What follows belongs to an exercise in optimizing a design on an open flow for small area, a short achievable clock period and few clock cycles per item; a production flow would make more cautious choices.
Where RTL was checked, it was by simulation tests only, not by an equivalence proof against the original.
No functional check of the RTL was part of runs 1 to 7.
No activity file was given, so power comes from the tool's default toggle rates.

<file path="flow/run.sh">
#!/bin/bash
# synth_recipe.tcl (not shown) runs the flow's synth.tcl, then flattens the netlist and writes it again
# the make line also repeats each setting of config.mk as NAME=value (left out here)
make -C /OpenROAD-flow-scripts/flow DESIGN_CONFIG=/design/flow/config.mk WORK_HOME=/design/flow/orfs CLKGATE_MAP_FILE= SYNTH_SCRIPT=/design/flow/synth_recipe.tcl finish
</file>
<file path="flow/config.mk">
export PLATFORM = sky130hd
export DESIGN_NAME = bmem_bridge
export DESIGN_NICKNAME = bmem_bridge
export VERILOG_FILES = /design/flow/design.v
export SDC_FILE = /design/flow/constraint.sdc
export NUM_CORES = 4
export LEC_CHECK = 0
export CAP_MARGIN = 20
export CORE_AREA = 5 5 355 355
export DIE_AREA = 0 0 360 360
export SETUP_SLACK_MARGIN = 2.0
export SLEW_MARGIN = 20
</file>
<file path="flow/constraint.sdc">
create_clock -name core_clock -period 5.0 [get_ports {clk}]
set_input_delay 1.0000 -clock core_clock [delete_from_list [all_inputs] [get_ports {clk}]]
set_output_delay 1.0000 -clock core_clock [all_outputs]
set_load 0.01 [all_outputs]
</file>
<file path="flow/design.v">
`default_nettype none
package bmem_pkg;
    localparam int WORD_BITS = 32;
    localparam int BEAT_BITS = 64;
    localparam int LINE_BITS = 256;
    localparam int BEATS_PER_LINE = LINE_BITS / BEAT_BITS;
    localparam int WORDS_PER_LINE = LINE_BITS / WORD_BITS;
    localparam int OFFSET_BITS = $clog2(LINE_BITS / 8);
    typedef union packed {
        logic [BEATS_PER_LINE-1:0][BEAT_BITS-1:0] beats;
        logic [WORDS_PER_LINE-1:0][WORD_BITS-1:0] words;
    } line_t;
endpackage
`default_nettype wire
`default_nettype none
module bmem_bridge
#(
    parameter int ADDR_W = 32
) (
    input  wire logic                 clk,
    input  wire logic                 rst,
    input  wire logic                 fetch_req_i,
    input  wire logic [ADDR_W-1:0]    fetch_addr_i,
    output logic                      fetch_resp_o,
    output logic      [bmem_pkg::WORD_BITS-1:0] fetch_word_o,
    input  wire logic                 dline_read_i,
    input  wire logic                 dline_write_i,
    input  wire logic [ADDR_W-1:0]    dline_addr_i,
    input  wire logic [bmem_pkg::LINE_BITS-1:0] dline_wdata_i,
    output logic                      dline_resp_o,
    output logic      [bmem_pkg::LINE_BITS-1:0] dline_rdata_o,
    output logic      [ADDR_W-1:0]    bmem_addr_o,
    output logic                      bmem_read_o,
    output logic                      bmem_write_o,
    output logic      [bmem_pkg::BEAT_BITS-1:0] bmem_wdata_o,
    input  wire logic                 bmem_ready_i,
    input  wire logic [bmem_pkg::BEAT_BITS-1:0] bmem_rdata_i,
    input  wire logic                 bmem_rvalid_i
);
    localparam int OFF   = bmem_pkg::OFFSET_BITS;
    localparam int TAG_W = ADDR_W - OFF;
    logic [3:0][63:0]   buf_q;
    logic [TAG_W-1:0]   tag_q;
    logic               iv_q;        
    logic               rd_busy_q;
    logic               rd_data_q;   
    logic [1:0]         bcnt_q;      
    logic               wr_act_q;
    logic [1:0]         wcnt_q;
    logic               rlock_q;
    logic               rlock_data_q;
    logic               f_match;
    logic [1:0]         f_beat;
    logic               f_stored;
    logic               f_arrive;
    logic [63:0]        f_beat_data;
    assign f_match  = iv_q && (tag_q == fetch_addr_i[ADDR_W-1:OFF]);
    assign f_beat   = fetch_addr_i[4:3];
    assign f_stored = !rd_busy_q || (f_beat < bcnt_q);
    assign f_arrive = rd_busy_q && bmem_rvalid_i && (bcnt_q == f_beat);
    assign fetch_resp_o = fetch_req_i && f_match && (f_stored || f_arrive);
    assign f_beat_data  = f_stored ? buf_q[f_beat] : bmem_rdata_i;
    assign fetch_word_o = fetch_addr_i[2] ? f_beat_data[63:32] : f_beat_data[31:0];
    logic               f_miss;
    logic               d_pend;
    logic               g_fetch;
    logic               g_dread;
    logic               g_write;
    logic               a_data;
    assign f_miss  = fetch_req_i && !f_match;
    assign d_pend  = dline_read_i || dline_write_i;
    assign g_write = !rd_busy_q && (wr_act_q || (!rlock_q && dline_write_i));
    assign g_dread = !rd_busy_q && !wr_act_q && (rlock_q ? rlock_data_q : dline_read_i);
    assign g_fetch = !rd_busy_q && !wr_act_q && (rlock_q ? !rlock_data_q : (!d_pend && f_miss));
    assign a_data  = wr_act_q || (rlock_q ? rlock_data_q : d_pend);
    assign bmem_read_o  = g_fetch || g_dread;
    assign bmem_write_o = g_write;
    assign bmem_addr_o  = {(a_data ? dline_addr_i[ADDR_W-1:OFF] : fetch_addr_i[ADDR_W-1:OFF]), {OFF{1'b0}}};
    assign bmem_wdata_o = dline_wdata_i[64*wcnt_q +: 64];
    logic               last_rbeat;
    logic               last_wbeat;
    assign last_rbeat = rd_busy_q && bmem_rvalid_i && (bcnt_q == 2'd3);
    assign last_wbeat = g_write && bmem_ready_i && (wcnt_q == 2'd3);
    assign dline_resp_o  = (last_rbeat && rd_data_q) || last_wbeat;
    assign dline_rdata_o = {bmem_rdata_i, buf_q[2], buf_q[1], buf_q[0]};
    always_ff @(posedge clk) begin
        if (rst) begin
            iv_q      <= 1'b0;
            rd_busy_q <= 1'b0;
            rd_data_q <= 1'b0;
            bcnt_q    <= 2'd0;
            wr_act_q  <= 1'b0;
            wcnt_q    <= 2'd0;
            rlock_q   <= 1'b0;
            rlock_data_q <= 1'b0;
        end else begin
            if (bmem_read_o) begin
                rlock_q      <= !bmem_ready_i;
                rlock_data_q <= g_dread;
                if (bmem_ready_i) begin
                    rd_busy_q <= 1'b1;
                    rd_data_q <= g_dread;
                    bcnt_q    <= 2'd0;
                    iv_q      <= 1'b1;
                end
            end
            if (rd_busy_q && bmem_rvalid_i) begin
                bcnt_q <= bcnt_q + 2'd1;
                if (bcnt_q == 2'd3) begin
                    rd_busy_q <= 1'b0;
                end
            end
            if (g_write) begin
                wr_act_q <= !last_wbeat;
                if (bmem_ready_i) begin
                    wcnt_q <= wcnt_q + 2'd1;
                end
                if (tag_q == dline_addr_i[ADDR_W-1:OFF]) begin
                    iv_q <= 1'b0;
                end
            end
        end
    end
    always_ff @(posedge clk) begin
        if (bmem_read_o && bmem_ready_i) begin
            tag_q <= bmem_addr_o[ADDR_W-1:OFF];
        end
        if (rd_busy_q && bmem_rvalid_i) begin
            buf_q[bcnt_q] <= bmem_rdata_i;
        end
    end
endmodule
`default_nettype wire
</file>
==> out/qor.csv, run 1 <==
metric;value;unit
synth-compound-area-share;0.0750;
grt_pass1_wl;139000;um
wl_per_cell;25.9;um
period_needed;3810;ps
p_leak;11.7;nW
end_kind;output pin;
grtUsageTotal;0.152;
worst_slew_pin_slew;1090;ps
holdPathStages;1;
synthArstFlopShare;0;
cp_slowest_cell;mux4_2;
dpl.hpwl;76600;um
antenna_found_initial;34;
first_pass_iters;5;
worstPathArrival;2810;ps
hold_buffers;0;
grt_max_degree;146;
synthMuxAreaShare;0.202;
hold_violations;0;
dpl.cell_count;3846;
status;timing/DRC/antenna clean;
post-place-ws;604;ps
synth_area_per_cell;11.0;um^2
clock_skew;27.5;ps
rows;128;
clkLatencyLatePin;580;ps
initial_core_util;0.159;
layout.nets;2785;
yosysTopAreaCell;edfxtp_1;
ir_drop;197;uV
yosysMostFrequentCell;edfxtp_1;
synthSimpleGateAreaFrac;0.0729;
vias;16200;
fmax;263;MHz
seq_area;8720;um^2
grt-ovfl-total;0;
clock_path_buffers;3;
rr_worst_depth;16;
core;122000;um^2
multiInputGateArea;7820;um^2
synth_common_cells;edfxtp_1, inv_1, nand2_1;
htreeDepth;2;
synth_top_family_by_area;multiplexers;
cts_buffers;39;
synthAdderAreaFrac;0.00517;
die_h;360;um
drt-total-wl;105000;um
slew-limit-headroom;0.275;
synth-seq-area-share;0.449;
power_density;281;nW/um^2
portBuffers;766;
ioPinCount;779;
cts_tree;built;
cts.root.buffer_cell;clkbuf_16;
design.die.area;130000;um^2
fin_tns_setup;0;ps
clock_sinks;293;
critPathMaxStageDelay;550;ps
yosys-top-cells-area;edfxtp_1, mux4_2, buf_4;
synthXorXnorAreaFrac;0.0213;
netlist.area_leader.share;0.439;
fin_ws;1190;ps
final_cell_count_no_fill;4052;
grt_pass1_vias;15900;
clk_pin_slew;60;ps
cp.required;4000;ps
critPathMaxFanout;5;
slew_viol_final;0;
areaGrowthSynthToFinish;57.2;%
rsz0062_at_grt;true;
syn_inst;1768;
ys_ff_latch;293;
fillers;12900;
netlist_area;19400;um^2
synth_edf_count;283;
path_cells;buf_8 -> ha_4 -> nor2b_4 -> o21ai_4 -> buf_12 -> buf_12 -> buf_12 -> buf_12 -> mux4_2 -> buf_6;
crit_top_cell;buf_12;
initialDrtViolationCount;1659;
synth.distinct_cells;45;
finalSetupViolCount;0;
drive_gt1_frac;0.265;
cap_violations;0;
synth-main-ff-cell;edfxtp_1;
die_w;360;um
startpoint_type;input pin;
gp_congestion;0.966;
finalCritPeriodShare;0.762;
yosys_warnings;1;
drc;0;
via_per_inst;3.99;
ant_nets;0;
worstSetupPathType;in -> out;
hold_path_class;reg -> reg;
[what timing repair did]
action / 4_1_cts / 5_1_grt
cloned: 8 / 1
gates resized for setup: 1133 / 183
pin swaps: 34 / 22
buffers inserted: 75 / 40
endpoints found under the setup margin: 265 / 208
[through the flow]
stage / hold slack (ps) / instance area [um^2] / total power [mW] / util
floorplan: 462 / 19500 / 4.13 / -
global placement: 477 / 27200 / 5.37 / 0.224
detailed placement: 498 / 27200 / 5.38 / 0.224
CTS: 517 / 29500 / 8.41 / 0.242
global route: 538 / 30400 / 8.90 / 0.250
finish: 518 / 30500 / 8.54 / 0.250
[layer usage]
layer,wire (um),track usage
met5,88,0
met4,1710,0.0276
met3,10500,0.0515
met2,47900,0.240
met1,44700,0.204
[cell type report]
| class | count | area share |
|---|---|---|
| inverter | 263 | 0.0325 |
| multi-input combinational | 860 | 0.257 |
| sequential | 293 | 0.286 |
| antenna | 13 | 0.00107 |
| tap | 1625 | 0.0668 |
| clock inverter | 19 | 0.00563 |
| timing repair buffer | 929 | 0.317 |
| clock buffer | 50 | 0.0337 |
[logic make-up (layout without fill, tap and decap cells)]
group           Yosys count  in the layout
buf+inv                 619           1261
simple gates            334            334
flops                   293            293
compound gates          278            278
mux                     188            188
xor+xnor                 47             47
fa+ha+maj                 8              8
other cells               1             18
[critical path: cells and delay by family]
| family | cells | cell delay, ps |
|---|---|---|
| buffers and inverters | 6 | 750 |
| AND/OR/NAND/NOR | 1 | 130 |
| adder cells (fa/ha/maj) | 1 | 210 |
| multiplexers | 1 | 550 |
| AO/OA/AOI/OAI | 1 | 140 |
[sequential cells by signal (all words and copies together), names as in the netlist]
register	count
bcnt_q	2
wcnt_q	2
tag_q	27
wr_act_q	1
rlock_data_q	1
rd_data_q	1
rlock_q	1
buf_q	256
iv_q	1
rd_busy_q	1
[final timing paths]
| check | slack, ps | from | end |
|---|---|---|---|
| min | 520 | iv_q$_SDFF_PP0_ | iv_q$_SDFF_PP0_ |
| min reg2reg | 520 | iv_q$_SDFF_PP0_ | iv_q$_SDFF_PP0_ |
| max reg2reg | 2090 | tag_q[21]$_DFFE_PP_ | tag_q[8]$_DFFE_PP_ |
| max | 1190 | fetch_addr_i[4] | fetch_word_o[1] |
[cells in the final DEF, fill, tap and decap left out, drive strengths merged, types with 28 or more instances in the layout]
cell type / netlist / layout
clkbuf: 58 / 59
buf: 298 / 320
edfxtp: 283 / 283
clkdlybuf4s50: 0 / 377
mux4: 160 / 160
nand2: 263 / 263
inv: 263 / 265
o21ai: 258 / 258
dlygate4sd2: 0 / 200
xnor2: 39 / 39
mux2: 28 / 28
[where the power goes]
part | leakage (nW) | switching [mW] | internal [mW]
Sequential | 2.68 | 0.124 | 2.90
Combinational | 8.47 | 1.28 | 1.50
Clock | 0.584 | 1.18 | 1.56
==> run 2: changes to the inputs <==
--- a/flow/design.v
+++ b/flow/design.v
@@ -47,2 +47,4 @@
     logic [1:0]         bcnt_q;      
+    logic [3:0]         st_q;
+    logic [3:0]         arr_q;
     logic               wr_act_q;
@@ -52,13 +54,13 @@
     logic               f_match;
-    logic [1:0]         f_beat;
-    logic               f_stored;
-    logic               f_arrive;
-    logic [63:0]        f_beat_data;
-    assign f_match  = iv_q && (tag_q == fetch_addr_i[ADDR_W-1:OFF]);
-    assign f_beat   = fetch_addr_i[4:3];
-    assign f_stored = !rd_busy_q || (f_beat < bcnt_q);
-    assign f_arrive = rd_busy_q && bmem_rvalid_i && (bcnt_q == f_beat);
-    assign fetch_resp_o = fetch_req_i && f_match && (f_stored || f_arrive);
-    assign f_beat_data  = f_stored ? buf_q[f_beat] : bmem_rdata_i;
-    assign fetch_word_o = fetch_addr_i[2] ? f_beat_data[63:32] : f_beat_data[31:0];
+    logic [3:0]         f_ok;
+    logic [63:0]        f_beat;
+    logic [31:0]        f_buf_word;
+    logic [31:0]        f_bus_word;
+    assign f_match = iv_q && (tag_q == fetch_addr_i[ADDR_W-1:OFF]);
+    assign f_ok    = st_q | (arr_q & {4{bmem_rvalid_i}});
+    assign f_beat     = buf_q[fetch_addr_i[4:3]];
+    assign f_buf_word = fetch_addr_i[2] ? f_beat[63:32] : f_beat[31:0];
+    assign f_bus_word = fetch_addr_i[2] ? bmem_rdata_i[63:32] : bmem_rdata_i[31:0];
+    assign fetch_resp_o = fetch_req_i && f_match && f_ok[fetch_addr_i[4:3]];
+    assign fetch_word_o = st_q[fetch_addr_i[4:3]] ? f_buf_word : f_bus_word;
     logic               f_miss;
@@ -95,2 +97,4 @@
             rlock_data_q <= 1'b0;
+            st_q      <= 4'd0;
+            arr_q     <= 4'd0;
         end else begin
@@ -104,2 +108,4 @@
                     iv_q      <= 1'b1;
+                    st_q      <= 4'd0;
+                    arr_q     <= 4'd1;
                 end
@@ -108,2 +114,4 @@
                 bcnt_q <= bcnt_q + 2'd1;
+                st_q   <= st_q | arr_q;
+                arr_q  <= {arr_q[2:0], 1'b0};
                 if (bcnt_q == 2'd3) begin
==> flow/flow/run.sh (new file) <==
#!/bin/bash
# Standard layout, with the smallest buffer on every input and output port.
set -euo pipefail
export BUFFER_PORTS_ARGS="-buffer_cell sky130_fd_sc_hd__buf_1"
bash standard.sh > standard_flow.log 2>&1
==> flow/standard.sh (new file) <==
#!/bin/bash
# synth_recipe.tcl (not shown) runs the flow's synth.tcl, then flattens the netlist and writes it again
# the make line also repeats each setting of config.mk as NAME=value (left out here)
make -C /OpenROAD-flow-scripts/flow DESIGN_CONFIG=/design/flow/config.mk WORK_HOME=/design/flow/orfs CLKGATE_MAP_FILE= SYNTH_SCRIPT=/design/flow/synth_recipe.tcl "${@:-finish}"
--- a/flow/config.mk
+++ b/flow/config.mk
@@ -10,3 +10,3 @@
 export DIE_AREA = 0 0 360 360
-export SETUP_SLACK_MARGIN = 2.0
+export SETUP_SLACK_MARGIN = 2.5
 export SLEW_MARGIN = 20
removed: flow/run.sh
==> out/qor.csv, run 2 <==
metric;value;unit
status;timing/DRC/antenna clean;
fin_tns_setup;0;ps
cts_buffers;41;
initial_core_util;0.161;
top_regs;buf_q x256, tag_q x27;
synthArstFlopShare;0;
finalCritPeriodShare;0.767;
cp.required;4000;ps
largest_reg_flops;256;
worst_slew_pin_slew;1150;ps
critPathMaxFanout;7;
synth-seq-area-share;0.451;
synth_area_per_cell;11.0;um^2
r2r_start;bcnt_q[0]$_SDFFE_PP0P_;
grtUsageTotal;0.157;
gp_congestion;0.980;
ioPinCount;779;
wl_per_cell;26.9;um
netlist_area;19600;um^2
synth_edf_count;283;
dpl.cell_count;3864;
ir_drop;217;uV
portBuffers;766;
areaGrowthSynthToFinish;32.1;%
cp-startpoint;fetch_addr_i[3];
ys_ff_latch;301;
htreeDepth;2;
synth.distinct_cells;43;
vias;16500;
hold_buffers;0;
yosysTopAreaCell;edfxtp_1;
clkLatencyLatePin;590;ps
slew-limit-headroom;0.236;
final_area;25900;um^2
final_cell_count_no_fill;3999;
worstSetupPathType;in -> out;
cap_violations;0;
clock_skew;12.8;ps
fillers;13300;
rows;128;
die_w;360;um
post_dp_cell_area;22800;um^2
design.die.area;130000;um^2
synth_common_cells;edfxtp_1, inv_1, nand2_1;
hp-start;iv_q$_SDFF_PP0_;
grt-ovfl-total;0;
synth-main-ff-cell;edfxtp_1;
yosys-top-cells-area;edfxtp_1, mux4_2, buf_4;
power_density;316;nW/um^2
slew_viol_final;0;
syn_inst;1793;
layout_commonest_cell;buf_1;
grt_max_degree;65;
drive_gt1_frac;0.228;
hold_path_class;reg -> reg;
clk_pin_slew;60;ps
grt_pass1_vias;16200;
finalSetupViolCount;0;
drt-total-wl;108000;um
rsz0062_at_grt;true;
first_pass_iters;5;
die_h;360;um
antenna_found_initial;49;
grt_pass1_wl;142000;um
period_needed;3840;ps
dpl.hpwl;79500;um
largest_register;buf_q;
clock_path_buffers;3;
drc;0;
ant_nets;0;
end_kind;output pin;
clock_sinks;301;
startpoint_type;input pin;
cts.root.buffer_cell;clkbuf_16;
netlist.area_leader.share;0.433;
cts_tree;built;
yosys_warnings;1;
seq_area;8870;um^2
core;122000;um^2
hold_violations;0;
fmax;261;MHz
final_cell_mix;buf_1, edfxtp_1, inv_1;
initialDrtViolationCount;1911;
p_leak;9.14;nW
multiInputGateArea;7810;um^2
worstPathArrival;2840;ps
power;8.21;mW
yosysMostFrequentCell;edfxtp_1;
via_per_inst;4.13;
layout.nets;2729;
## run 2: area by class of cell
type                       count  area share
inverter                     265      0.0384
multi-input combinational    873       0.301
clock inverter                31      0.0124
tap                         1625      0.0784
timing repair buffer         850       0.186
antenna                       11     0.00106
clock buffer                  43      0.0407
sequential                   301       0.342
## run 2: cell families after synthesis
| kind of cell | count (synthesis) | synth area share |
|---|---|---|
| simple gates | 319 | 0.0675 |
| flops | 301 | 0.451 |
| other cells | 1 | 0.000191 |
| mux | 190 | 0.201 |
| compound gates | 295 | 0.0788 |
| xor+xnor | 56 | 0.0250 |
| fa+ha+maj | 6 | 0.00382 |
| buf+inv | 625 | 0.172 |
## run 2: path summary, 6_finish.rpt
path	endpoint	slack, ps	cells after the start
setup / recovery	fetch_word_o[26]	1160	6
hold / removal	iv_q$_SDFF_PP0_	470	1
setup reg to reg	buf_q[3]$_DFFE_PP_	2620	8
hold reg to reg	iv_q$_SDFF_PP0_	470	1
## run 2: routing by layer
layer	routed length, um	vias up	GRT usage
met5	134	-	0
met4	2370	24	0.0361
met3	10400	141	0.0463
met2	47200	932	0.238
met1	47400	8306	0.221
li1	-	7104	-
## run 2: power by group
part	switching, mW	internal [mW]
registers	0.116	2.96
logic	1.13	0.919
clock network	1.28	1.81
total	2.52	5.68
## run 2: metrics by stage
step	hold WS, ps	util	setup WS (ps)
after floorplan	441	-	1680
after global placement	454	0.187	902
after detailed placement	453	0.187	879
after CTS	467	0.210	1130
after global routing	488	0.213	1120
final	468	0.213	1160
## run 2: critical path, stage by stage
cell and delay, ps:
clkbuf_16 130, mux4_4 770, buf_12 200, buf_16 150
mux4_2 430, clkbuf_2 140
## run 2: repair_timing
item                                    in CTS  in global routing
resized for setup                          257                108
gates cloned                                13                  3
endpoints found under the setup margin     288                210
buffers inserted                            30                  4
pin swaps                                   16                 12
endpoints found under the hold margin        0                  0
==> run 3: changes to the inputs <==
--- a/flow/config.mk
+++ b/flow/config.mk
@@ -8,4 +8,4 @@
 export CAP_MARGIN = 20
-export CORE_AREA = 5 5 355 355
-export DIE_AREA = 0 0 360 360
+export CORE_AREA = 5 5 215 215
+export DIE_AREA = 0 0 220 220
 export SETUP_SLACK_MARGIN = 2.5
==> out/qor.csv, run 3 <==
metric;value;unit
finalSetupViolCount;0;
critPathMaxFanout;11;
rsz0062_at_grt;true;
post-place-ws;943;ps
topRoutingLayerUsed;met5;
synthSimpleGateAreaFrac;0.0675;
cts.root.buffer_cell;clkbuf_16;
vias;17300;
hold_path_class;reg -> reg;
switching_share;0.301;
worst_slew_pin_slew;970;ps
via_per_inst;5.72;
holdPathStages;1;
ant_nets;0;
status;timing/DRC/antenna clean;
antenna_found_initial;117;
slew-limit-headroom;0.354;
final_util;0.563;
synth_edf_count;283;
finalCritPeriodShare;0.734;
grt-ovfl-total;0;
initial_core_util;0.447;
synth-seq-area-share;0.451;
portBuffers;766;
final_area;24700;um^2
wl_met2;47900;um
synth-main-ff-cell;edfxtp_1;
final_cell_mix;buf_1, edfxtp_1, inv_1;
hold_buffers;0;
synthMuxAreaShare;0.201;
core;43900;um^2
yosys_warnings;1;
rr_worst_depth;3;
clk_pin_slew;50;ps
pwr-share-seq;0.406;
p_leak;9.14;nW
min_to;iv_q$_SDFF_PP0_;
hold_violations;0;
end_kind;output pin;
hold_ws;499;ps
dpl.hpwl;76100;um
period_needed;3670;ps
ir_drop;229;uV
combinationalPowerShare;0.263;
first_pass_iters;5;
layout_commonest_cell;buf_1;
cp.required;4000;ps
hp-start;iv_q$_SDFF_PP0_;
htreeDepth;2;
power_density;306;nW/um^2
cts_tree;built;
ioPinCount;779;
netlist.area_leader.share;0.433;
die_w;220;um
layout.nets;2729;
fin_tns_setup;0;ps
fin_ws;1330;ps
synth-compound-area-share;0.0788;
clkPwrFrac;0.331;
grt_pass1_wl;133000;um
cap_violations;0;
yosysMostFrequentCell;edfxtp_1;
design.die.area;48400;um^2
synth_common_cells;edfxtp_1, inv_1, nand2_1;
grt_max_degree;137;
synth_top_family_by_area;multiplexers;
wl_per_cell;33.8;um
wl_met3;14100;um
synth_area_per_cell;11.0;um^2
ys_ff_latch;301;
p_int;5.30;mW
initialDrtViolationCount;2619;
top_regs;buf_q x256, tag_q x27;
clkLatencyLatePin;550;ps
synthAdderAreaFrac;0.00382;
m1WireLength;32400;um
yosysTopAreaCell;edfxtp_1;
switchingPower;2.28;mW
worstPathArrival;2670;ps
syn_inst;1793;
drc;0;
worstSetupPathType;in -> out;
slew_viol_final;0;
gp_congestion;0.991;
startpoint_type;input pin;
largest_reg_flops;256;
post_dp_cell_area;21300;um^2
cts_buffers;37;
yosys-top-cells-area;edfxtp_1, mux4_2, buf_4;
synthXorXnorAreaFrac;0.0250;
largest_register;buf_q;
die_h;220;um
areaGrowthSynthToFinish;26.0;%
rows;77;
fillers;3962;
fmax;272;MHz
netlist_area;19600;um^2
synthArstFlopShare;0;
clock_path_buffers;3;
clock_skew;20.1;ps
rr_endpoint;buf_q[100]$_DFFE_PP_;
r2r_start;bcnt_q[0]$_SDFFE_PP0P_;
drive_gt1_frac;0.222;
grtUsageTotal;0.403;
drt-total-wl;102000;um
clock_sinks;301;
grt_pass1_vias;16100;
reg2reg_slack;2590;ps
synth.distinct_cells;43;
run 3: cell counts after synthesis:
Identical to the previous run, type by type.
run 3: metrics by stage:
stage               power (mW)  instances
floorplan                 4.10       1797
global placement          4.62       2816
detailed placement        4.65       2816
CTS                       7.47       2938
global route              7.77       3000
finish                    7.57       3022
run 3: worst max-delay path by stage:
| stage | cells past startpoint | end | from |
|---|---|---|---|
| 2_1_floorplan | 4 | fetch_word_o[10] | fetch_addr_i[3] |
| 3_3_place_gp | 4 | fetch_word_o[18] | fetch_addr_i[3] |
| 3_5_place_dp | 4 | fetch_word_o[18] | fetch_addr_i[3] |
| 4_1_cts | 5 | fetch_word_o[20] | fetch_addr_i[3] |
| 5_1_grt | 5 | fetch_word_o[21] | fetch_addr_i[3] |
| 6_report | 5 | fetch_word_o[20] | fetch_addr_i[3] |
run 3: critical path, stage by stage:
cell       delay [ps]
clkbuf_16         130
mux4_4            680
buf_12            200
mux4_2            470
buf_12            160
run 3: power groups by stage:
stage               combinational (mW)  sequential, mW  clock [mW]
floorplan                         1.03            3.07           0
global placement                  1.47            3.15           0
detailed placement                1.50            3.16           0
CTS                               1.89            3.07        2.51
global route                      2.08            3.09        2.61
finish                            1.99            3.08        2.50
run 3: layout make-up:
cell class,instances,area (um^2),share of cell area
repair buffers,854,5100,0.206
clock inverters,22,126,0.00511
diodes,73,183,0.00739
well taps,592,741,0.0299
clock buffers,42,945,0.0382
flip-flops and latches,301,8870,0.358
inverters,265,995,0.0402
multi-input cells,873,7780,0.315
run 3: logic make-up after synthesis:
logic type | count (synthesis)
muxes | 190
AOI/OAI and AO/OA | 295
buffers and inverters | 625
other | 1
adders and majority gates | 6
xor gates and xnor gates | 56
DFF | 301
and+or+nand+nor | 319
run 3: repair_timing:
item                                    in CTS  in global routing
pin swaps                                   13                 16
gates cloned                                19                  5
endpoints found under the setup margin     367                202
buffers inserted                            39                  6
gates resized for setup                    255                124
run 3: metal layers:
metal,vias up,GRT usage
met4,32,0.287
met2,1350,0.626
met3,286,0.173
met5,-,0.0208
li1,7204,-
met1,8404,0.442
==> run 4: changes to the inputs <==
==> flow/run.sh (new file) <==
#!/bin/bash
# synth_recipe.tcl (not shown) runs the flow's synth.tcl, then flattens the netlist and writes it again
# the make line also repeats each setting of config.mk as NAME=value (left out here)
make -C /OpenROAD-flow-scripts/flow DESIGN_CONFIG=/design/flow/config.mk WORK_HOME=/design/flow/orfs CLKGATE_MAP_FILE= SYNTH_SCRIPT=/design/flow/synth_recipe.tcl finish
--- a/flow/config.mk
+++ b/flow/config.mk
@@ -8,4 +8,4 @@
 export CAP_MARGIN = 20
-export CORE_AREA = 5 5 215 215
-export DIE_AREA = 0 0 220 220
+export CORE_AREA = 5 5 355 355
+export DIE_AREA = 0 0 360 360
 export SETUP_SLACK_MARGIN = 2.5
removed: flow/flow/run.sh
removed: flow/standard.sh
==> out/qor.csv, run 4 <==
metric;value;unit
drt-total-wl;111000;um
crit_top_cell;buf_12;
gp_congestion;0.941;
final_util;0.253;
pwr-share-seq;0.362;
cts_buffers;41;
cap_violations;0;
drc;0;
hold_violations;0;
hold_path_class;reg -> reg;
startpoint_type;input pin;
cts_tree;built;
post-place-ws;584;ps
drive_gt1_frac;0.312;
clock_skew;21.2;ps
dpl.hpwl;81200;um
synthArstFlopShare;0;
fmax;256;MHz
synth.distinct_cells;43;
slew_viol_final;0;
clock_sinks;301;
final_area;30800;um^2
rsz0062_at_grt;true;
grt_max_degree;154;
slew-limit-headroom;0.273;
synth-main-ff-cell;edfxtp_1;
first_pass_iters;8;
yosysTopAreaCell;edfxtp_1;
synth_edf_count;283;
worstSetupPathType;in -> out;
initial_core_util;0.161;
portBuffers;766;
rr_worst_depth;6;
initialDrtViolationCount;1540;
layout_commonest_cell;dlygate4sd2_1;
period_needed;3910;ps
ir_drop;202;uV
via_per_inst;4.07;
vias;16700;
r2r_start;bcnt_q[0]$_SDFFE_PP0P_;
critPathMaxFanout;6;
end_kind;output pin;
clk_pin_slew;60;ps
cp_slowest_cell;mux4_4;
yosys_warnings;1;
areaGrowthSynthToFinish;56.6;%
design.die.area;130000;um^2
hp-start;iv_q$_SDFF_PP0_;
post_dp_cell_area;27600;um^2
hold_ws;509;ps
worstPathArrival;2910;ps
p_int;5.96;mW
synth_area_per_cell;11.0;um^2
wl_per_cell;27.1;um
cts.root.buffer_cell;clkbuf_16;
top_regs;buf_q x256, tag_q x27;
grt_pass1_vias;16500;
combinationalPowerShare;0.293;
largest_reg_flops;256;
grtUsageTotal;0.162;
synth_common_cells;edfxtp_1, inv_1, nand2_1;
largest_register;buf_q;
ys_ff_latch;301;
critPathMaxStageDelay;710;ps
cp.required;4000;ps
rr_endpoint;buf_q[71]$_DFFE_PP_;
layout.nets;2828;
grt-ovfl-total;0;
fin_tns_setup;0;ps
final_cell_count_no_fill;4095;
holdPathStages;1;
power_density;276;nW/um^2
clkLatencyLatePin;570;ps
path_cells;buf_12 -> mux4_4 -> buf_4 -> buf_12 -> buf_16 -> mux4_2 -> buf_6;
reg2reg_slack;2630;ps
final_cell_mix;dlygate4sd2_1, edfxtp_1, inv_1;
yosys-top-cells-area;edfxtp_1, mux4_2, buf_4;
yosysMostFrequentCell;edfxtp_1;
switching_share;0.299;
core;122000;um^2
worst_slew_pin_slew;1090;ps
die_h;360;um
antenna_found_initial;41;
finalCritPeriodShare;0.783;
switchingPower;2.54;mW
netlist_area;19600;um^2
die_w;360;um
ioPinCount;779;
cp_num_buf_inv;5;
power;8.50;mW
htreeDepth;2;
ant_nets;0;
status;timing/DRC/antenna clean;
dpl.cell_count;3871;
clkPwrFrac;0.345;
syn_inst;1793;
netlist.area_leader.share;0.433;
p_leak;12.1;nW
clock_path_buffers;3;
fin_ws;1090;ps
cp_top_family;multiplexers;
rows;128;
min_to;iv_q$_SDFF_PP0_;
finalSetupViolCount;0;
synth-seq-area-share;0.451;
grt_pass1_wl;147000;um
fillers;13000;
[run 4: cell count changes in the layout (fill, tap and decap cells not counted), sizes merged]
cell / change
mux4: -1
clkinv: +1
clkdlybuf4s15: +81
buf: -407
clkinvlp: +3
bufbuf: +1
diode: -65
clkbuf: -37
clkdlybuf4s50: +97
dlygate4sd2: +366
inv: -1
bufinv: +2
[run 4: logic make-up (layout without fill, tap and decap cells)]
| group | Yosys count | count (layout) | share of synthesized area |
|---|---|---|---|
| buffers and inverters | 625 | 1289 | 0.172 |
| adder cells (fa/ha/maj) | 6 | 6 | 0.00382 |
| XOR/XNOR | 56 | 56 | 0.0250 |
| AND/OR/NAND/NOR | 319 | 320 | 0.0675 |
| flip-flops | 301 | 301 | 0.451 |
| AO/OA/AOI/OAI | 295 | 295 | 0.0788 |
| other | 1 | 13 | 0.000191 |
| multiplexers | 190 | 190 | 0.201 |
[run 4: final cells by class]
class                      instances  area [um^2]  share of cell area
multi-input combinational        872         7910               0.257
clock inverter                    27          234             0.00761
sequential                       301         8870               0.288
tap                             1625         2030              0.0661
inverter                         265          995              0.0323
timing repair buffer             950         9630               0.313
clock buffer                      47         1070              0.0348
antenna                            8         20.0            0.000651
[run 4: power groups by stage]
stage	Combinational (mW)	Sequential [mW]	Clock [mW]
after floorplan	1.03	3.07	0
after global placement	2.14	3.14	0
after detailed placement	2.14	3.14	0
after CTS	2.37	3.07	3.05
after global routing	2.63	3.09	3.15
final	2.49	3.07	2.93
[run 4: timing repair]
action,in CTS,in global routing
hold buffers,0,0
resized for setup,1794,125
buffers inserted,93,32
pin swaps,33,11
gates cloned,14,3
setup endpoints to repair,803,280
[run 4: per-layer routing]
metal,share of wire,vias up,track usage
met5,0.00092,-,0
met4,0.012,16,0.0236
met3,0.070,85,0.0378
met2,0.47,760,0.262
met1,0.45,8503,0.226
li1,-,7291,-
[run 4: worst max-delay path by stage]
| stage | startpoint | end | slack, ps | cells after the start |
|---|---|---|---|---|
| CTS | fetch_addr_i[3] | fetch_word_o[11] | 1060 | 7 |
| finish | fetch_addr_i[3] | fetch_word_o[0] | 1090 | 7 |
| global placement | fetch_addr_i[3] | fetch_word_o[1] | 590 | 5 |
| global route | fetch_addr_i[3] | fetch_word_o[12] | 1060 | 7 |
| detailed placement | fetch_addr_i[3] | fetch_word_o[1] | 580 | 5 |
| floorplan | fetch_addr_i[3] | fetch_word_o[10] | 1680 | 4 |
==> run 5: changes to the inputs <==
--- a/flow/design.v
+++ b/flow/design.v
@@ -135,4 +135,6 @@
         end
-        if (rd_busy_q && bmem_rvalid_i) begin
-            buf_q[bcnt_q] <= bmem_rdata_i;
+        for (int k = 0; k < 4; k++) begin
+            if (bmem_rvalid_i && arr_q[k]) begin
+                buf_q[k] <= bmem_rdata_i;
+            end
         end
==> flow/flow/run.sh (new file) <==
#!/bin/bash
# Standard layout, with the smallest buffer on every input and output port.
set -euo pipefail
export BUFFER_PORTS_ARGS="-buffer_cell sky130_fd_sc_hd__buf_1"
bash standard.sh > standard_flow.log 2>&1
==> flow/standard.sh (new file) <==
#!/bin/bash
# synth_recipe.tcl (not shown) runs the flow's synth.tcl, then flattens the netlist and writes it again
# the make line also repeats each setting of config.mk as NAME=value (left out here)
make -C /OpenROAD-flow-scripts/flow DESIGN_CONFIG=/design/flow/config.mk WORK_HOME=/design/flow/orfs CLKGATE_MAP_FILE= SYNTH_SCRIPT=/design/flow/synth_recipe.tcl "${@:-finish}"
--- a/flow/config.mk
+++ b/flow/config.mk
@@ -8,5 +8,5 @@
 export CAP_MARGIN = 20
-export CORE_AREA = 5 5 355 355
-export DIE_AREA = 0 0 360 360
-export SETUP_SLACK_MARGIN = 2.5
+export CORE_AREA = 5 5 195 195
+export DIE_AREA = 0 0 200 200
+export SETUP_SLACK_MARGIN = 2.0
 export SLEW_MARGIN = 20
removed: flow/run.sh
==> out/qor.csv, run 5 <==
metric;value;unit
synth-main-ff-cell;edfxtp_1;
status;did not finish;
die_h;200;um
synthSimpleGateAreaFrac;0.0271;
die_w;200;um
synthArstFlopShare;0;
syn_inst;956;
synth.distinct_cells;45;
yosysMostFrequentCell;edfxtp_1;
synth_top_family_by_area;multiplexers;
synthXorXnorAreaFrac;0.0303;
initial_core_util;0.455;
synth_edf_count;283;
synth-seq-area-share;0.547;
netlist.area_leader.share;0.525;
yosys-top-cells-area;edfxtp_1, mux4_2, buf_4;
ys_ff_latch;301;
failing_step;I/O pin placement;
synth_area_per_cell;16.9;um^2
netlist_area;16200;um^2
rows;69;
synthAdderAreaFrac;0.00154;
synth_common_cells;edfxtp_1, buf_4, mux4_2;
synth-compound-area-share;0.0134;
yosysTopAreaCell;edfxtp_1;
synthMuxAreaShare;0.244;
firstError;[ERROR PPL-0024] Number of IO pins (779) exceeds maximum number of available positions (718). Increase the die perimeter from 800.00um to 1059.44um.;
yosys_warnings;1;
-- run 5: cell types whose count changed after synthesis, moves of 24 or more --
cell,previous run,this run
inv_1,265,2
nand2_1,264,10
o21ai_0,261,2
mux2_2,24,0
clkbuf_1,66,17
-- run 5: cell families after synthesis --
group	after synthesis
xor+xnor	56
mux	189
compound gates	30
buf+inv	305
simple gates	72
flops	301
fa+ha+maj	2
other cells	1
==> run 6: changes to the inputs <==
--- a/flow/design.v
+++ b/flow/design.v
@@ -59,3 +59,3 @@
     assign f_match = iv_q && (tag_q == fetch_addr_i[ADDR_W-1:OFF]);
-    assign f_ok    = st_q | (arr_q & {4{bmem_rvalid_i}});
+    assign f_ok    = st_q;
     assign f_beat     = buf_q[fetch_addr_i[4:3]];
@@ -64,3 +64,3 @@
     assign fetch_resp_o = fetch_req_i && f_match && f_ok[fetch_addr_i[4:3]];
-    assign fetch_word_o = st_q[fetch_addr_i[4:3]] ? f_buf_word : f_bus_word;
+    assign fetch_word_o = f_buf_word;
     logic               f_miss;
==> out/qor.csv, run 6 <==
metric;value;unit
status;did not finish;
failing_step;I/O pin placement;
firstError;[ERROR PPL-0024] Number of IO pins (779) exceeds maximum number of available positions (718). Increase the die perimeter from 800.00um to 1059.44um.;
synth_common_cells;edfxtp_1, buf_4, mux4_2;
ys_ff_latch;301;
yosysTopAreaCell;edfxtp_1;
die_h;200;um
die_w;200;um
syn_inst;940;
initial_core_util;0.443;
yosysMostFrequentCell;edfxtp_1;
synth.distinct_cells;44;
netlist_area;15700;um^2
synthArstFlopShare;0;
synth_area_per_cell;16.7;um^2
netlist.area_leader.share;0.540;
rows;69;
yosys_warnings;1;
synth-seq-area-share;0.563;
yosys-top-cells-area;edfxtp_1, mux4_2, buf_4;
synth_edf_count;283;
synth-main-ff-cell;edfxtp_1;
-- run 6: changes by cell type after synthesis, sizes merged, moves of 3 or more --
cell	before	now
xor2	12	20
nand3	8	5
xnor2	44	36
mux2	27	60
nand2	11	7
mux4	162	129
nor3b	7	4
nor2	12	6
a32oi	4	1
clkbuf	17	12
nor3	3	7
a211oi	6	1
-- run 6: logic make-up after synthesis --
| family | share of synthesized area |
|---|---|
| DFF | 0.563 |
| adders and majority gates | 0.00159 |
| muxes | 0.228 |
| AOI/OAI and AO/OA | 0.0126 |
| other | 0.000238 |
| xor gates and xnor gates | 0.0312 |
| buffers and inverters | 0.139 |
| and+or+nand+nor | 0.0241 |
==> run 7: changes to the inputs <==
--- a/flow/design.v
+++ b/flow/design.v
@@ -44,9 +44,8 @@
     logic               iv_q;        
-    logic               rd_busy_q;
+    logic               rd_busy;
     logic               rd_data_q;   
-    logic [1:0]         bcnt_q;      
-    logic [3:0]         st_q;
+    logic [3:0]         st_q;        
     logic [3:0]         arr_q;
     logic               wr_act_q;
-    logic [1:0]         wcnt_q;
+    logic [3:0]         wsel_q;
     logic               rlock_q;
@@ -58,2 +57,3 @@
     logic [31:0]        f_bus_word;
+    assign rd_busy = |arr_q;
     assign f_match = iv_q && (tag_q == fetch_addr_i[ADDR_W-1:OFF]);
@@ -73,6 +73,6 @@
     assign d_pend  = dline_read_i || dline_write_i;
-    assign g_write = !rd_busy_q && (wr_act_q || (!rlock_q && dline_write_i));
-    assign g_dread = !rd_busy_q && !wr_act_q && (rlock_q ? rlock_data_q : dline_read_i);
-    assign g_fetch = !rd_busy_q && !wr_act_q && (rlock_q ? !rlock_data_q : (!d_pend && f_miss));
-    assign a_data  = wr_act_q || (rlock_q ? rlock_data_q : d_pend);
+    assign g_write = !rd_busy && (wr_act_q || (!rlock_q && dline_write_i));
+    assign g_dread = !rd_busy && !wr_act_q && (rlock_q ? rlock_data_q : dline_read_i);
+    assign g_fetch = !rd_busy && !wr_act_q && (rlock_q ? !rlock_data_q : (!d_pend && f_miss));
+    assign a_data  = d_pend && !(rlock_q && !rlock_data_q);
     assign bmem_read_o  = g_fetch || g_dread;
@@ -80,7 +80,12 @@
     assign bmem_addr_o  = {(a_data ? dline_addr_i[ADDR_W-1:OFF] : fetch_addr_i[ADDR_W-1:OFF]), {OFF{1'b0}}};
-    assign bmem_wdata_o = dline_wdata_i[64*wcnt_q +: 64];
+    always_comb begin
+        bmem_wdata_o = '0;
+        for (int k = 0; k < 4; k++) begin
+            bmem_wdata_o = bmem_wdata_o | (dline_wdata_i[64*k +: 64] & {64{wsel_q[k]}});
+        end
+    end
     logic               last_rbeat;
     logic               last_wbeat;
-    assign last_rbeat = rd_busy_q && bmem_rvalid_i && (bcnt_q == 2'd3);
-    assign last_wbeat = g_write && bmem_ready_i && (wcnt_q == 2'd3);
+    assign last_rbeat = arr_q[3] && bmem_rvalid_i;
+    assign last_wbeat = wsel_q[3] && bmem_ready_i;
     assign dline_resp_o  = (last_rbeat && rd_data_q) || last_wbeat;
@@ -90,7 +95,5 @@
             iv_q      <= 1'b0;
-            rd_busy_q <= 1'b0;
             rd_data_q <= 1'b0;
-            bcnt_q    <= 2'd0;
             wr_act_q  <= 1'b0;
-            wcnt_q    <= 2'd0;
+            wsel_q    <= 4'd1;
             rlock_q   <= 1'b0;
@@ -104,5 +107,3 @@
                 if (bmem_ready_i) begin
-                    rd_busy_q <= 1'b1;
                     rd_data_q <= g_dread;
-                    bcnt_q    <= 2'd0;
                     iv_q      <= 1'b1;
@@ -112,9 +113,5 @@
             end
-            if (rd_busy_q && bmem_rvalid_i) begin
-                bcnt_q <= bcnt_q + 2'd1;
+            if (bmem_rvalid_i) begin
                 st_q   <= st_q | arr_q;
                 arr_q  <= {arr_q[2:0], 1'b0};
-                if (bcnt_q == 2'd3) begin
-                    rd_busy_q <= 1'b0;
-                end
             end
@@ -123,3 +120,3 @@
                 if (bmem_ready_i) begin
-                    wcnt_q <= wcnt_q + 2'd1;
+                    wsel_q <= {wsel_q[2:0], wsel_q[3]};
                 end
--- a/flow/config.mk
+++ b/flow/config.mk
@@ -8,4 +8,4 @@
 export CAP_MARGIN = 20
-export CORE_AREA = 5 5 195 195
-export DIE_AREA = 0 0 200 200
+export CORE_AREA = 5 5 225 225
+export DIE_AREA = 0 0 230 230
 export SETUP_SLACK_MARGIN = 2.0
==> out/qor.csv, run 7 <==
metric;value;unit
status;timing/DRC/antenna clean;
period_needed;3540;ps
die_h;230;um
clk_pin_slew;50;ps
grt-ovfl-total;0;
cap_violations;0;
reg2reg_slack;2500;ps
path_cells;buf_2 -> xnor2_2 -> nand4_1 -> or4_4 -> o211ai_4 -> and2_4 -> nor2_4 -> buf_6;
rows;80;
dpl.hpwl;52000;um
grtUsageTotal;0.239;
synth_common_cells;edfxtp_1, buf_4, a22oi_1;
fmax;282;MHz
seq_area;8850;um^2
critPathMaxFanout;2;
final_cell_mix;buf_1, edfxtp_1, a22oi_1;
yosys_warnings;1;
gp_congestion;0.982;
netlist_area;15300;um^2
yosys-top-cells-area;edfxtp_1, buf_4, mux4_2;
grt_max_degree;56;
fin_tns_setup;0;ps
rr_endpoint;iv_q$_SDFF_PP0_;
cp_slowest_cell;or4_4;
ir_drop;280;uV
drc;0;
end_kind;output pin;
areaGrowthSynthToFinish;29.5;%
r2r_start;tag_q[1]$_DFFE_PP_;
slew_viol_final;0;
worstSetupPathType;in -> out;
cts_tree;built;
ant_nets;0;
synth-main-ff-cell;edfxtp_1;
synth_edf_count;283;
clock_sinks;300;
clkPwrFrac;0.375;
clock_path_buffers;3;
wl_per_cell;29.6;um
multiInputGateArea;4700;um^2
critPathCapture;bmem_read_o;
slew-limit-headroom;0.375;
design.die.area;52900;um^2
hold_path_class;reg -> reg;
critPathMaxStageDelay;540;ps
pwr-share-seq;0.452;
final_util;0.414;
via_per_inst;5.10;
clkLatencyLatePin;530;ps
htreeDepth;2;
cp_num_buf_inv;2;
rr_worst_depth;8;
grt_pass1_vias;11700;
initial_core_util;0.319;
core;47800;um^2
grt_pass1_wl;89600;um
ys_ff_latch;300;
rsz0062_at_grt;true;
yosysMostFrequentCell;edfxtp_1;
synth.distinct_cells;36;
cp-startpoint;fetch_addr_i[14];
initialDrtViolationCount;946;
layout_commonest_cell;buf_1;
p_leak;6.78;nW
top_regs;buf_q x256, tag_q x27;
first_pass_iters;5;
cp.required;4000;ps
cts_buffers;34;
combinationalPowerShare;0.174;
antenna_found_initial;49;
ioPinCount;779;
cp_num_cells;8;
synth-seq-area-share;0.578;
largest_reg_flops;256;
die_w;230;um
netlist.area_leader.share;0.556;
switching_share;0.254;
startpoint_type;input pin;
synthArstFlopShare;0;
synth_area_per_cell;14.4;um^2
layout.nets;2011;
worst_slew_pin_slew;937;ps
finalSetupViolCount;0;
cp_top_family;simple AND/OR/NAND/NOR gates;
hold_violations;0;
switchingPower;1.59;mW
worstPathArrival;2540;ps
finalCritPeriodShare;0.709;
hp-start;st_q[2]$_SDFFE_PP0P_;
hold_buffers;0;
vias;11600;
drive_gt1_frac;0.212;
fillers;4485;
largest_register;buf_q;
clock_skew;28.8;ps
p_int;4.68;mW
syn_inst;1065;
cts.root.buffer_cell;clkbuf_16;
yosysTopAreaCell;edfxtp_1;
portBuffers;766;
power_density;317;nW/um^2
drt-total-wl;67400;um
-- run 7: timing repair --
item | 4_1_cts | 5_1_grt
gates cloned | 13 | 0
buffers inserted | 25 | 4
resized for setup | 227 | 62
setup endpoints to repair | 127 | 68
pin swaps | 16 | 6
-- run 7: worst min path at each step --
stage | endpoint | slack (ps) | cells past startpoint
2_1_floorplan | arr_q[1]$_SDFFE_PP0P_ | 460 | 2
3_3_place_gp | st_q[3]$_SDFFE_PP0P_ | 480 | 2
3_5_place_dp | st_q[2]$_SDFFE_PP0P_ | 480 | 2
4_1_cts | st_q[2]$_SDFFE_PP0P_ | 500 | 2
5_1_grt | st_q[1]$_SDFFE_PP0P_ | 520 | 2
6_report | st_q[2]$_SDFFE_PP0P_ | 500 | 2
-- run 7: power groups by stage --
| stage | Sequential (mW) | Combinational (mW) | Clock [mW] |
|---|---|---|---|
| floorplan | 2.87 | 0.505 | 0 |
| global placement | 2.90 | 0.840 | 0 |
| detailed placement | 2.90 | 0.846 | 0 |
| CTS | 2.83 | 1.06 | 2.38 |
| global route | 2.83 | 1.15 | 2.49 |
| finish | 2.83 | 1.09 | 2.35 |
-- run 7: worst min-delay path: cells and delay by family (launching register included) --
kind / cells / cell delay [ps]
DFF: 1 / 310
and+or+nand+nor: 2 / 150
-- run 7: through the flow --
step                      area (um^2)  total power, mW  cells  hold slack, ps  setup slack, ps
after floorplan                 15600             3.37   1069             463             1780
final                           19800             6.27   2281             499             1460
after CTS                       19500             6.27   2254             495             1520
after global routing            19800             6.47   2268             522             1410
after detailed placement        17100             3.74   2157             484             1060
after global placement          17100             3.74   2157             476             1060
-- run 7: layer usage --
layer / vias up / track usage / share of wire
met4: 20 / 0.121 / 0.050
li1: 4942 / - / -
met1: 5828 / 0.266 / 0.35
met5: - / 0 / 0.0017
met2: 685 / 0.403 / 0.50
met3: 148 / 0.0881 / 0.11
-- run 7: logic make-up (layout without fill, tap and decap cells) --
| kind of cell | after synthesis | in the layout | share of synthesized area |
|---|---|---|---|
| buffers and inverters | 316 | 890 | 0.142 |
| flip-flops | 300 | 300 | 0.578 |
| AO/OA/AOI/OAI | 147 | 147 | 0.0729 |
| multiplexers | 125 | 125 | 0.140 |
| AND/OR/NAND/NOR | 122 | 122 | 0.0354 |
| XOR/XNOR | 54 | 54 | 0.0309 |
| other | 1 | 28 | 0.000245 |
-- run 7: final cells by class --
cell class / count / share of cell area
timing repair buffer: 826 / 0.220
inverter: 5 / 0.000948
clock inverter: 12 / 0.00588
sequential: 300 / 0.447
multi-input combinational: 453 / 0.237
clock buffer: 47 / 0.0465
tap: 615 / 0.0389
antenna: 23 / 0.00291
==> run 8: changes to the inputs <==
--- a/flow/design.v
+++ b/flow/design.v
@@ -59,3 +59,3 @@
     assign f_match = iv_q && (tag_q == fetch_addr_i[ADDR_W-1:OFF]);
-    assign f_ok    = st_q;
+    assign f_ok    = st_q | (arr_q & {4{bmem_rvalid_i}});
     assign f_beat     = buf_q[fetch_addr_i[4:3]];
@@ -64,3 +64,3 @@
     assign fetch_resp_o = fetch_req_i && f_match && f_ok[fetch_addr_i[4:3]];
-    assign fetch_word_o = f_buf_word;
+    assign fetch_word_o = st_q[fetch_addr_i[4:3]] ? f_buf_word : f_bus_word;
     logic               f_miss;
--- a/flow/config.mk
+++ b/flow/config.mk
@@ -7,2 +7,3 @@
 export LEC_CHECK = 0
+export ABC_CLOCK_PERIOD_IN_PS = 2000
 export CAP_MARGIN = 20
==> out/qor.csv, run 8 <==
metric;value;unit
cp_slowest_cell;mux4_2;
ioPinCount;779;
die_h;230;um
clkLatencyLatePin;550;ps
synth_common_cells;edfxtp_1, buf_4, a22oi_1;
cp_top_family;multiplexers;
rows;80;
clock_skew;37.5;ps
power_density;316;nW/um^2
syn_inst;1092;
combinationalPowerShare;0.186;
switchingPower;1.73;mW
synth-main-ff-cell;edfxtp_1;
synthAdderAreaFrac;0;
worstSetupPathType;in -> out;
largest_register;buf_q;
clock_sinks;300;
drive_gt1_frac;0.209;
rsz0062_at_grt;true;
hold_path_class;reg -> reg;
synth_area_per_cell;14.5;um^2
drt-total-wl;83000;um
switching_share;0.269;
fmax;280;MHz
worstPathArrival;2570;ps
critPathCapture;fetch_word_o[23];
core;47800;um^2
clock_path_buffers;3;
via_per_inst;5.45;
cp.required;4000;ps
status;timing/DRC/antenna clean;
first_pass_iters;5;
p_int;4.70;mW
cp_num_cells;6;
yosysTopAreaCell;edfxtp_1;
finalCritPeriodShare;0.715;
largest_reg_flops;256;
fin_tns_setup;0;ps
gp_congestion;1.12;
final_cell_count_no_fill;2328;
cts.root.buffer_cell;clkbuf_16;
die_w;230;um
critPathMaxStageDelay;500;ps
yosys-top-cells-area;edfxtp_1, mux4_2, buf_4;
fillers;4566;
design.die.area;52900;um^2
startpoint_type;input pin;
netlist.area_leader.share;0.536;
final_util;0.425;
layout.nets;2050;
reg2reg_slack;2590;ps
portBuffers;766;
yosys_warnings;1;
hold_ws;561;ps
ir_drop;219;uV
synthSimpleGateAreaFrac;0.0427;
drc;0;
synthXorXnorAreaFrac;0.0298;
grtUsageTotal;0.296;
hold_buffers;0;
synth.distinct_cells;49;
dpl.cell_count;2181;
wl_per_cell;35.7;um
grt-ovfl-total;0;
cts_buffers;34;
htreeDepth;2;
areaGrowthSynthToFinish;28.2;%
netlist_area;15900;um^2
synth_top_family_by_area;multiplexers;
synth_edf_count;283;
vias;12700;
slew_viol_final;0;
p_leak;6.77;nW
clk_pin_slew;60;ps
worst_slew_pin_slew;1090;ps
dpl.hpwl;62600;um
end_kind;output pin;
initialDrtViolationCount;1369;
final_cell_mix;buf_1, edfxtp_1, a22oi_1;
cap_violations;0;
antenna_found_initial;67;
path_cells;clkbuf_16 -> buf_12 -> clkbuf_16 -> mux4_2 -> mux4_2 -> buf_6;
rr_worst_depth;6;
synthArstFlopShare;0;
cp-startpoint;fetch_addr_i[3];
period_needed;3570;ps
grt_max_degree;65;
synth-seq-area-share;0.557;
synth-compound-area-share;0.0731;
r2r_start;tag_q[13]$_DFFE_PP_;
clkPwrFrac;0.370;
cts_tree;built;
ant_nets;0;
grt_pass1_vias;12400;
cp_num_buf_inv;4;
initial_core_util;0.332;
critPathMaxFanout;6;
hold_violations;0;
ys_ff_latch;300;
yosysMostFrequentCell;edfxtp_1;
slew-limit-headroom;0.271;
pwr-share-seq;0.444;
finalSetupViolCount;0;
layout_commonest_cell;buf_1;
grt_pass1_wl;107000;um
top_regs;buf_q x256, tag_q x27;
synthMuxAreaShare;0.159;
rr_endpoint;tag_q[23]$_DFFE_PP_;
[run 8: how the worst min path moves through the flow]
stage | from | endpoint | slack (ps) | depth (start not counted)
3_5_place_dp | arr_q[0]$_SDFFE_PP0P_ | arr_q[0]$_SDFFE_PP0P_ | 490 | 2
2_1_floorplan | arr_q[0]$_SDFFE_PP0P_ | arr_q[0]$_SDFFE_PP0P_ | 460 | 2
6_report | wr_act_q$_SDFFE_PP0P_ | wr_act_q$_SDFFE_PP0P_ | 560 | 2
3_3_place_gp | arr_q[0]$_SDFFE_PP0P_ | arr_q[0]$_SDFFE_PP0P_ | 480 | 2
4_1_cts | wr_act_q$_SDFFE_PP0P_ | wr_act_q$_SDFFE_PP0P_ | 550 | 2
5_1_grt | wr_act_q$_SDFFE_PP0P_ | wr_act_q$_SDFFE_PP0P_ | 580 | 2
[run 8: area by class of cell]
cell class / instances / area, um^2 / area share
inverter: 3 / 11.3 / 0.000554
timing repair buffer: 839 / 4380 / 0.216
tap: 615 / 769 / 0.0378
sequential: 300 / 8860 / 0.436
multi-input combinational: 481 / 5180 / 0.255
clock inverter: 10 / 114 / 0.00560
antenna: 32 / 80.1 / 0.00394
clock buffer: 48 / 933 / 0.0459
[run 8: timing repair]
| item | 4_1_cts | 5_1_grt |
|---|---|---|
| gates resized for setup | 151 | 92 |
| setup buffers | 21 | 17 |
| gates cloned | 16 | 3 |
| endpoints found under the setup margin | 126 | 65 |
| pin swaps | 13 | 6 |
[run 8: worst reg2reg max path: cells and delay by family, from the launching register on]
kind	cells	cell delay, ps
XOR/XNOR	1	210
AND/OR/NAND/NOR	4	1180
flip-flops	1	470
buffers and inverters	1	250
[run 8: logic make-up after synthesis]
family	Yosys count
xor gates and xnor gates	54
buffers and inverters	318
AOI/OAI and AO/OA	155
DFF	300
and+or+nand+nor	138
other	1
muxes	126
[run 8: through the flow]
stage	cell area, um^2	power, mW	worst slack, ps
global route	20300	6.64	1390
CTS	19800	6.39	1410
detailed placement	17600	3.85	835
finish	20300	6.43	1430
global placement	17600	3.85	797
floorplan	16100	3.44	1620
[run 8: routing by layer]
metal	part of all wire	up-vias	global-route usage
li1	-	5153	-
met4	0.052	14	0.143
met3	0.11	166	0.0908
met5	0.00099	-	0
met2	0.47	933	0.464
met1	0.37	6427	0.374
[run 8: power groups by stage]
stage	Sequential, mW	Clock [mW]	Combinational [mW]
2_1_floorplan	2.88	0	0.558
3_3_place_gp	2.90	0	0.945
3_5_place_dp	2.91	0	0.949
4_1_cts	2.86	2.42	1.11
5_1_grt	2.86	2.53	1.26
6_report	2.85	2.38	1.20
Testbench counts of run 8, summed over its fixed seeds: cycles 6,209, items 2,640.
==> run 9: changes to the inputs <==
--- a/flow/config.mk
+++ b/flow/config.mk
@@ -7,3 +7,3 @@
 export LEC_CHECK = 0
-export ABC_CLOCK_PERIOD_IN_PS = 2000
+export ABC_CLOCK_PERIOD_IN_PS = 1000
 export CAP_MARGIN = 20
==> out/qor.csv, run 9 <==
metric;value;unit
status;timing/DRC/antenna clean;
initialDrtViolationCount;1369;
grt_pass1_vias;12400;
hold_path_class;reg -> reg;
via_per_inst;5.45;
finalCritPeriodShare;0.715;
cp.required;4000;ps
finalSetupViolCount;0;
yosysTopAreaCell;edfxtp_1;
die_w;230;um
slew_viol_final;0;
critPathMaxFanout;6;
final_cell_mix;buf_1, edfxtp_1, a22oi_1;
hold_buffers;0;
p_leak;6.77;nW
rows;80;
synth_top_family_by_area;multiplexers;
cap_violations;0;
yosysMostFrequentCell;edfxtp_1;
dpl.hpwl;62600;um
initial_core_util;0.332;
clkLatencyLatePin;550;ps
period_needed;3570;ps
layout_commonest_cell;buf_1;
power_density;316;nW/um^2
clock_sinks;300;
largest_reg_flops;256;
antenna_found_initial;67;
netlist.area_leader.share;0.536;
clock_path_buffers;3;
syn_inst;1092;
synth-main-ff-cell;edfxtp_1;
grtUsageTotal;0.296;
synthMuxAreaShare;0.159;
layout.nets;2050;
synth.distinct_cells;49;
portBuffers;766;
vias;12700;
drt-total-wl;83000;um
htreeDepth;2;
grt_max_degree;65;
cts_buffers;34;
slew-limit-headroom;0.271;
synth-seq-area-share;0.557;
synthAdderAreaFrac;0;
drc;0;
end_kind;output pin;
ir_drop;219;uV
grt-ovfl-total;0;
ys_ff_latch;300;
clock_skew;37.5;ps
worst_slew_pin_slew;1090;ps
synth-compound-area-share;0.0731;
hold_ws;561;ps
core;47800;um^2
post_dp_cell_area;17600;um^2
drive_gt1_frac;0.209;
synth_edf_count;283;
synthSimpleGateAreaFrac;0.0427;
yosys_warnings;1;
hold_violations;0;
areaGrowthSynthToFinish;28.2;%
worstSetupPathType;in -> out;
rsz0062_at_grt;true;
fin_tns_setup;0;ps
synthXorXnorAreaFrac;0.0298;
startpoint_type;input pin;
ioPinCount;779;
synth_common_cells;edfxtp_1, buf_4, a22oi_1;
final_area;20300;um^2
top_regs;buf_q x256, tag_q x27;
ant_nets;0;
cts.root.buffer_cell;clkbuf_16;
largest_register;buf_q;
wl_per_cell;35.7;um
worstPathArrival;2570;ps
synth_area_per_cell;14.5;um^2
cts_tree;built;
clk_pin_slew;60;ps
gp_congestion;1.12;
fmax;280;MHz
yosys-top-cells-area;edfxtp_1, mux4_2, buf_4;
grt_pass1_wl;107000;um
synthArstFlopShare;0;
netlist_area;15900;um^2
first_pass_iters;5;
die_h;230;um
design.die.area;52900;um^2
-- run 9: cell type report --
class | instances | area, um^2
Clock buffer | 48 | 933
Antenna cell | 32 | 80.1
Clock inverter | 10 | 114
Timing Repair Buffer | 839 | 4380
Sequential cell | 300 | 8860
Multi-Input combinational cell | 481 | 5180
Inverter | 3 | 11.3
Fill cell | 4566 | 27500
Tap cell | 615 | 769
-- run 9: timing repair --
action | CTS | global route
pin swaps | 13 | 6
hold endpoints to repair | 0 | 0
cloned | 16 | 3
setup buffers | 21 | 17
endpoints found under the setup margin | 126 | 65
gates resized for setup | 151 | 92
-- run 9: cell families after synthesis --
group	Yosys count
xor+xnor	54
compound gates	155
simple gates	138
buf+inv	318
mux	126
flops	300
other cells	1
-- run 9: final timing paths --
kind	start	to	slack, ps	cells after the start
hold reg to reg	wr_act_q$_SDFFE_PP0P_	wr_act_q$_SDFFE_PP0P_	560	2
setup / recovery	fetch_addr_i[3]	fetch_word_o[23]	1430	6
setup reg to reg	tag_q[13]$_DFFE_PP_	tag_q[23]$_DFFE_PP_	2590	6
hold / removal	wr_act_q$_SDFFE_PP0P_	wr_act_q$_SDFFE_PP0P_	560	2
-- run 9: report_power, final --
part           total, mW  switching [mW]  internal [mW]
sequential          2.85          0.0495           2.81
clock               2.38            1.02           1.37
combinational       1.20           0.668          0.528
total               6.43            1.73           4.70
-- run 9: stage by stage --
step                 util  worst slack, ps  std cells  power [mW]
floorplan               -             1620       1096        3.44
global placement    0.368              797       2181        3.85
detailed placement  0.368              835       2181        3.85
CTS                 0.414             1410       2276        6.39
global route        0.424             1390       2317        6.64
finish              0.425             1430       2328        6.43
-- run 9: critical path: stages --
cell and delay (ps):
clkbuf_16 150, buf_12 130, clkbuf_16 160, mux4_2 500
mux4_2 480, buf_6 140
-- run 9: layer usage --
layer  GRT usage  vias to the layer above  wire length (um)
met5           0                        -                82
met4       0.143                       14              4290
met3      0.0908                      166              8970
met2       0.464                      933             38800
met1       0.374                     6427             30900
li1            -                     5153                 -
==> run 10: changes to the inputs <==
--- a/flow/config.mk
+++ b/flow/config.mk
@@ -7,3 +7,3 @@
 export LEC_CHECK = 0
-export ABC_CLOCK_PERIOD_IN_PS = 1000
+export ABC_AREA = 1
 export CAP_MARGIN = 20
==> out/qor.csv, run 10 <==
metric;value;unit
clock_path_buffers;3;
grt_pass1_vias;15400;
grt_pass1_wl;116000;um
ir_drop;252;uV
post-place-ws;797;ps
critPathMaxStageDelay;280;ps
grt_max_degree;65;
core;47800;um^2
first_pass_iters;5;
rsz0062_at_grt;true;
critPathMaxFanout;7;
synth-main-ff-cell;edfxtp_1;
die_h;230;um
hold_violations;0;
synth_area_per_cell;9.18;um^2
wl_per_cell;28.7;um
grt-ovfl-total;0;
drive_gt1_frac;0.167;
fin_tns_setup;0;ps
ys_ff_latch;300;
antenna_found_initial;64;
grtUsageMet2;0.491;
clk_pin_slew;50;ps
ioPinCount;779;
final_cell_mix;buf_1, nand2_1, edfxtp_1;
slew-limit-headroom;0.205;
yosysMostFrequentCell;nand2_1;
multiInputGateArea;5920;um^2
p_leak;7.51;nW
worstSetupPathType;in -> out;
gp_congestion;1.02;
finalCritPeriodShare;0.683;
slew_viol_final;0;
netlist_area;16500;um^2
vias;16100;
yosys-top-cells-area;edfxtp_1, buf_4, nand2_1;
dpl.hpwl;63500;um
initial_core_util;0.345;
drt-total-wl;86300;um
power_density;325;nW/um^2
ant_nets;0;
yosys_warnings;1;
startpoint_type;input pin;
portBuffers;766;
synth-seq-area-share;0.535;
cp_num_buf_inv;4;
power;6.97;mW
rows;80;
via_per_inst;5.35;
worstPathArrival;2410;ps
use_met1;0.380;
cts.root.buffer_cell;clkbuf_16;
gr-usage-met3;0.0829;
path_cells;clkbuf_16 -> mux2i_2 -> o21ai_4 -> buf_6 -> bufbuf_16 -> o32ai_2 -> buf_4;
fillers;4762;
drc;0;
layout_commonest_cell;buf_1;
gr-max-usage-layer;met2;
period_needed;3410;ps
clock_sinks;300;
clkLatencyLatePin;540;ps
finalSetupViolCount;0;
yosysTopAreaCell;edfxtp_1;
cp_slowest_cell;bufbuf_16;
synth.distinct_cells;40;
clock_skew;15.4;ps
end_kind;output pin;
netlist.area_leader.share;0.514;
layout.nets;2729;
areaGrowthSynthToFinish;29.8;%
design.die.area;52900;um^2
synth_edf_count;283;
fin_ws;1590;ps
cp.required;4000;ps
initialDrtViolationCount;1423;
cp_top_family;buffers and inverters;
cts_tree;built;
post_dp_cell_area;18600;um^2
syn_inst;1799;
largest_register;buf_q;
worst_slew_pin_slew;1190;ps
synth_common_cells;nand2_1, edfxtp_1, buf_4;
final_area;21400;um^2
synthArstFlopShare;0;
largest_reg_flops;256;
top_regs;buf_q x256, tag_q x27;
fmax;293;MHz
hold_path_class;reg -> reg;
hold_buffers;0;
status;timing/DRC/antenna clean;
seq_area;8850;um^2
cap_violations;0;
die_w;230;um
cts_buffers;35;
htreeDepth;2;
grtUsageTotal;0.304;
## run 10: cell count changes after synthesis, moves of 60 or more
cell and delta:
a22oi_1 -128, inv_1 +70, mux4_2 -98, nand2_1 +349, nand4_1 +60, nor2_1 +204, o21ai_0 +148
## run 10: per-stage QoR
| stage | instances | utilization | hold slack, ps |
|---|---|---|---|
| after global placement | 2850 | 0.390 | 454 |
| after CTS | 2961 | 0.436 | 472 |
| after global routing | 3002 | 0.448 | 499 |
| after floorplan | 1803 | - | 431 |
| final | 3003 | 0.448 | 470 |
| after detailed placement | 2850 | 0.390 | 457 |
## run 10: logic make-up after synthesis
group           Yosys count  share of synthesized area
compound gates          309                      0.112
simple gates            731                      0.180
buf+inv                 434                      0.160
other cells               1                   0.000227
xor+xnor                 21                     0.0111
mux                       3                    0.00197
flops                   300                      0.535
## run 10: final timing paths
check	startpoint	cells after the start	slack, ps	to
worst min-delay path	rd_data_q$_SDFFE_PP0P_	2	470	rd_data_q$_SDFFE_PP0P_
worst max register to register	arr_q[1]$_SDFFE_PP0P_	8	2660	tag_q[11]$_DFFE_PP_
worst min register to register	rd_data_q$_SDFFE_PP0P_	2	470	rd_data_q$_SDFFE_PP0P_
worst max-delay path	fetch_addr_i[3]	7	1590	fetch_word_o[3]
## run 10: report_power, final
group / switching, mW / leakage, nW / internal (mW)
Combinational: 1.06 / 4.32 / 0.647
Clock: 1.04 / 0.502 / 1.30
Sequential: 0.0906 / 2.70 / 2.84
Total: 2.19 / 7.51 / 4.78
## run 10: tightest hold or removal path, delay by kind of cell (launching register included)
family          cells  cell delay [ps]
flops               1              290
buf+inv             1               70
compound gates      1               70
## run 10: layer usage
| layer | vias up | part of all wire |
|---|---|---|
| li1 | 7045 | - |
| met1 | 7805 | 0.38 |
| met2 | 985 | 0.47 |
| met3 | 191 | 0.094 |
| met4 | 26 | 0.049 |
| met5 | - | 0.0019 |
## run 10: layout make-up
cell class	count	area share
flip-flops and latches	300	0.413
multi-input cells	1070	0.276
repair buffers	851	0.208
clock buffers	44	0.0424
well taps	615	0.0359
inverters	78	0.0162
clock inverters	20	0.00484
diodes	23	0.00268
repair inverters	2	0.000700
## run 10: what timing repair did
action                                  4_1_cts  5_1_grt
resized for setup                           182      120
setup buffers                                33       16
pin swaps                                    18       32
endpoints found under the setup margin      121       64
gates cloned                                 14        3

separate check: timing with driven ports:
The results above use ideal ports. As a check the final layouts listed here were re-extracted and re-timed, cells and wires unchanged.
Step 1 assumes that a clkbuf_16 drives the clock port and a buf_2 every other input.
Step 2 adds t to the input delays and takes it off the output delays; t is the mean of the earliest and latest rising clock arrival at the registers after step 1. Input paths then give back, and output paths get back, about the clock's delay inside the block.
a / b / c = no drivers / after step 1 / after step 2; a / b = the first two.
| run | shift t [ns] | slack for setup (ns) | worst setup path at the end | clock arrival spread, ns |
|---|---|---|---|---|
| run 1 | 0.619 | 1.192 / 1.103 / 1.103 | input to output | 0.035 / 0.035 |
| run 2 | 0.637 | 1.163 / 1.100 / 1.100 | input to output | 0.021 / 0.021 |
| run 3 | 0.599 | 1.328 / 1.181 / 1.181 | input to output | 0.028 / 0.027 |
| run 4 | 0.633 | 1.086 / 0.964 / 0.964 | input to output | 0.037 / 0.037 |
| run 7 | 0.567 | 1.456 / 1.372 / 1.372 | input to output | 0.030 / 0.029 |
| run 8 | 0.591 | 1.426 / 1.318 / 1.318 | input to output | 0.039 / 0.039 |
| run 9 | 0.591 | 1.426 / 1.318 / 1.318 | input to output | 0.039 / 0.039 |
| run 10 | 0.589 | 1.586 / 1.446 / 1.446 | input to output | 0.024 / 0.025 |
After both steps every run listed still meets setup and hold. For run 3, which loses most, drivers alone change the setup slack by -0.147 ns; drivers and shift together by -0.147 ns.
